From an optimization exercise on the open Yosys and OpenROAD flow, aimed at small area, a short achievable clock period and few clock cycles per item; shortcuts taken in it are not production practice.
The RTL was checked by simulation tests, not by an equivalence proof against the original design.
No activity file was given, so power comes from the tool's default toggle rates.

==> flow/design.v (excerpt) <==
module nonpreemptive_priority_scheduler_top (
  input  logic                        clk,
  input  logic                        rst_n,
  input  logic                        in_valid,
  output logic                        in_stall,
  input  logic [nps_pkg::ARR_W-1:0]   in_arrival_time,
  input  logic [nps_pkg::PRI_W-1:0]   in_priority_req,
  input  logic [nps_pkg::BUR_W-1:0]   in_burst_time,
  input  logic                        in_last_job,
  output logic                        out_valid,
  input  logic                        out_stall,
  output logic [nps_pkg::JOB_W-1:0]   out_job_number,
  output logic [nps_pkg::TIME_W-1:0]  out_completion_time,
  output logic [nps_pkg::TIME_W-1:0]  out_turnaround_time,
  output logic [nps_pkg::TIME_W-1:0]  out_waiting_time,
  output logic                        out_last_result
);
Size: roughly 5,300 cells after synthesis, roughly 980 flip-flops, ~0.061 sq mm of cells after synthesis.
==> flow/config.mk <==
export PLATFORM = sky130hd
export DESIGN_NAME = nonpreemptive_priority_scheduler_top
export DESIGN_NICKNAME = nonpreemptive_priority_scheduler_top
export VERILOG_FILES = /design/flow/design.v
export SDC_FILE = /design/flow/constraint.sdc
export NUM_CORES = 4
export LEC_CHECK = 0
export CAP_MARGIN = 20
export CORE_MARGIN = 2
export CORE_UTILIZATION = 40
export SLEW_MARGIN = 20
==> flow/constraint.sdc <==
create_clock -name core_clock -period 6.0 [get_ports {clk}]
set_input_delay 1.2000 -clock core_clock [delete_from_list [all_inputs] [get_ports {clk}]]
set_output_delay 1.2000 -clock core_clock [all_outputs]
set_load 0.01 [all_outputs]
run.sh (not shown) runs the stock make flow with config.mk's settings and CLKGATE_MAP_FILE= SYNTH_SCRIPT=/design/flow/synth_recipe.tcl, a recipe that flattens the netlist after the stock synthesis.
The starting point reached the layout checks and failed them: negative setup slack.
Testbench counts at the start, summed over its fixed seeds: cycles 22,204, jobs 19,788.
Change:
Settings changed: SETUP_SLACK_MARGIN set to 1.0.
With this change the flow completed and failed the layout checks on antenna violations, negative setup slack.
Clock power went down by about 3%.
Routed wire length grows by about 1.1%.
Power came out higher by about 2.2%.
Fmax fell by 2.7%.
Global-route usage is higher by 0.39 points.
Synthesized area is unchanged.


== P ==
nonpreemptive_priority_scheduler_top, a different RTL version from the one above (not shown whole).
For scale: ~8800 cells after synthesis, about 1000 flip-flops, ~120 I/O pins.
Settings: LEC_CHECK=0, ABC_AREA=1, CAP_MARGIN=20, CORE_MARGIN=2, CORE_UTILIZATION=40, PLACE_DENSITY=0.75, SETUP_SLACK_MARGIN=1.5, SLEW_MARGIN=20; clock period 6.0 ns.
Testbench counts of P, summed over its fixed seeds: cycles 21,259, jobs 19,788.
For Q, these inputs were changed with respect to P:
- CTS_CLUSTER_SIZE now 20, previously not set
- CTS_CLUSTER_DIAMETER now 60, previously not set
- PLACE_DENSITY no longer set, was 0.75
==> run notes <==
Q ends up with a non-clock buffering overhead in the final layout that is 0.26 points higher than in P.
Non-clock buffer count, Q vs P: up by a few percent
Area after detailed placement across Q and P: no real change.
Delta (Q minus P): aggregate routed wire length moved up; routed via count divided by cell count dropped 0.060; power per standard cell area went down about 1%.
Relative to Q, the following input files were edited for R:
- removing CTS_CLUSTER_DIAMETER (formerly 60)
- removing ABC_AREA (formerly 1)
- removing CTS_CLUSTER_SIZE (formerly 20)
- setting PLACE_DENSITY to 0.75 for the first time
Results
Diff Q -> R | critical path depth | decrease of 5. R against Q: first-pass GRT wire length rose 12%; final cell count decreased 1608; non-clock buffer count shows an increase of about 25%; number of cells produced by synthesis went down 1845.
[inputs] S vs R
- clearing PLACE_DENSITY, which used to be 0.75
- putting ABC_AREA at 1 where nothing was set
### Flow results
S: buffer and inverter count on the worst path 4 above R. S | status: complete | timing, DRC, antenna: pass. R ended up with t_r[8] as its capture point of the worst path; S ended up with in_stall. S vs. R: number of buffers created by CTS shows an increase of 0.84%; clock insertion delay at the later pin of the skew report fell by 0.04 ns; combined global-route utilization of all metal layers went down 4.1 points. In the flow results for R and S, the post-route standard cell area excluding fillers is smaller on S.


== run a ==
Another version of the RTL of nonpreemptive_priority_scheduler_top (not shown whole).
Size in the first run: about 5600 cells after synthesis, ~980 flip-flops, ~120 I/O pins, roughly 63000 µm² of cells after synthesis.
==> flow/config.mk <==
export PLATFORM = sky130hd
export DESIGN_NAME = nonpreemptive_priority_scheduler_top
export DESIGN_NICKNAME = nonpreemptive_priority_scheduler_top
export VERILOG_FILES = /design/flow/design.v
export SDC_FILE = /design/flow/constraint.sdc
export NUM_CORES = 4
export LEC_CHECK = 0
export CAP_MARGIN = 20
export CORE_MARGIN = 2
export CORE_UTILIZATION = 40
export SETUP_SLACK_MARGIN = 0.7
export SLEW_MARGIN = 20
==> flow/constraint.sdc <==
create_clock -name core_clock -period 6.0 [get_ports {clk}]
set_input_delay 1.2000 -clock core_clock [delete_from_list [all_inputs] [get_ports {clk}]]
set_output_delay 1.2000 -clock core_clock [all_outputs]
set_load 0.01 [all_outputs]
Testbench counts of run a, summed over its fixed seeds: cycles 22,204, jobs 19,788.
Modified inputs, run b compared to run a
- a change of SETUP_SLACK_MARGIN from 0.7 to 1.5
Results
- | total power | lower: run a |
- Summary of run b over run a: synthesis-to-layout area growth saw an increase; met3 wirelength from detailed routing saw an increase.
- Per the comparison of run b with run a, clock buffer count in the final layout went down 7; first-pass GRT wire length went up 3.0%; width of the die held; standby leakage power went up about 3.5%; routed wire length went up 4.7%.
- Re global-route usage: run a was lower than run b.


== the reference run ==
nonpreemptive_priority_scheduler_top, a different RTL version from the one above (not shown whole).
Size in the first run: about 8400 cells after synthesis, ~1000 flip-flops, roughly 73000 µm² of cells after synthesis.
clock: 6.0 ns
lec_check: 0
abc_area: 1
cap_margin: 20
core_margin: 2
core_utilization: 40
setup_slack_margin: 1.5
slew_margin: 20
Testbench counts of the reference run, summed over its fixed seeds: cycles 21,259, jobs 19,788.
The inputs of the trial run differ from those of the reference run as listed below.
Settings: clearing ABC_AREA, which used to be 1.
--- outcome ---
Each of the runs, namely the reference run and the trial run, reached the end of the flow and came out clean. The reference run ended up with nand2_1 as its leading cell type in the layout, fill and taps excluded; the trial run ended up with edfxtp_1. Compared with the reference run, the trial run shows a higher number of diodes. Of the reference run and the trial run, the higher final critical-path required period belongs to the reference run. The trial run against the reference run: die footprint climbed 2200 µm², fraction of area in registers dropped 1.1 points, clock network fraction of total power climbed 0.7 points, count of nets after finishing dropped about 14%, non-clock buffer share of cell area climbed 1.2 points. The reference run ended up with t_r[12] as its end point of the critical path; the trial run ended up with t_r[17]. Looking at number of optimization iterations in the first detailed-route pass, the trial run sits 2 higher than the reference run does. [the trial run vs the reference run] number of antenna violations at the first check in global routing: higher in the trial run.

[re-timing with driven ports]
No port has a modelled driver above. Below, the same layouts with a new extraction and two added sets of constraints.
Step 1, drivers: a clkbuf_16 drives clk and a buf_2 each remaining input, both assumed.
Step 2 moves the port delays by t, midway between the first and last clock arrival at a register: inputs arrive t later, outputs are due t later. That takes back most of the time a late clock gives input paths.
Three values: ideal ports, drivers, drivers and shift; two values: the first two.
| run | t (ns) | setup slack, ns | worst data-port slew with drivers (ns) |
|---|---|---|---|
| the first run of note 1 | 0.828 | -0.112 / -0.112 / -0.112 | 0.11 |
| the second run of note 1 | 0.820 | -0.284 / -0.284 / -0.284 | 0.07 |
| P | 0.851 | 1.333 / 1.269 / 1.519 | 0.12 |
| Q | 0.858 | 1.336 / 1.249 / 1.471 | 0.11 |
| R | 0.884 | 1.364 / 1.364 / 1.364 | 0.04 |
| S | 0.863 | 1.394 / 1.308 / 1.442 | 0.11 |
| run a | 0.833 | 0.294 / 0.294 / -0.037 | 0.10 |
| run b | 0.844 | 0.249 / 0.249 / 0.249 | 0.11 |
| the reference run | 0.858 | 1.265 / 1.228 / 1.265 | 0.11 |
| the trial run | 0.899 | 1.313 / 1.313 / 1.313 | 0.11 |
With both steps, setup timing fails in run a, where it was met with ideal ports. The setup slack of run a, which loses most, moves by 0.000 ns with the drivers and by -0.331 ns with both steps.
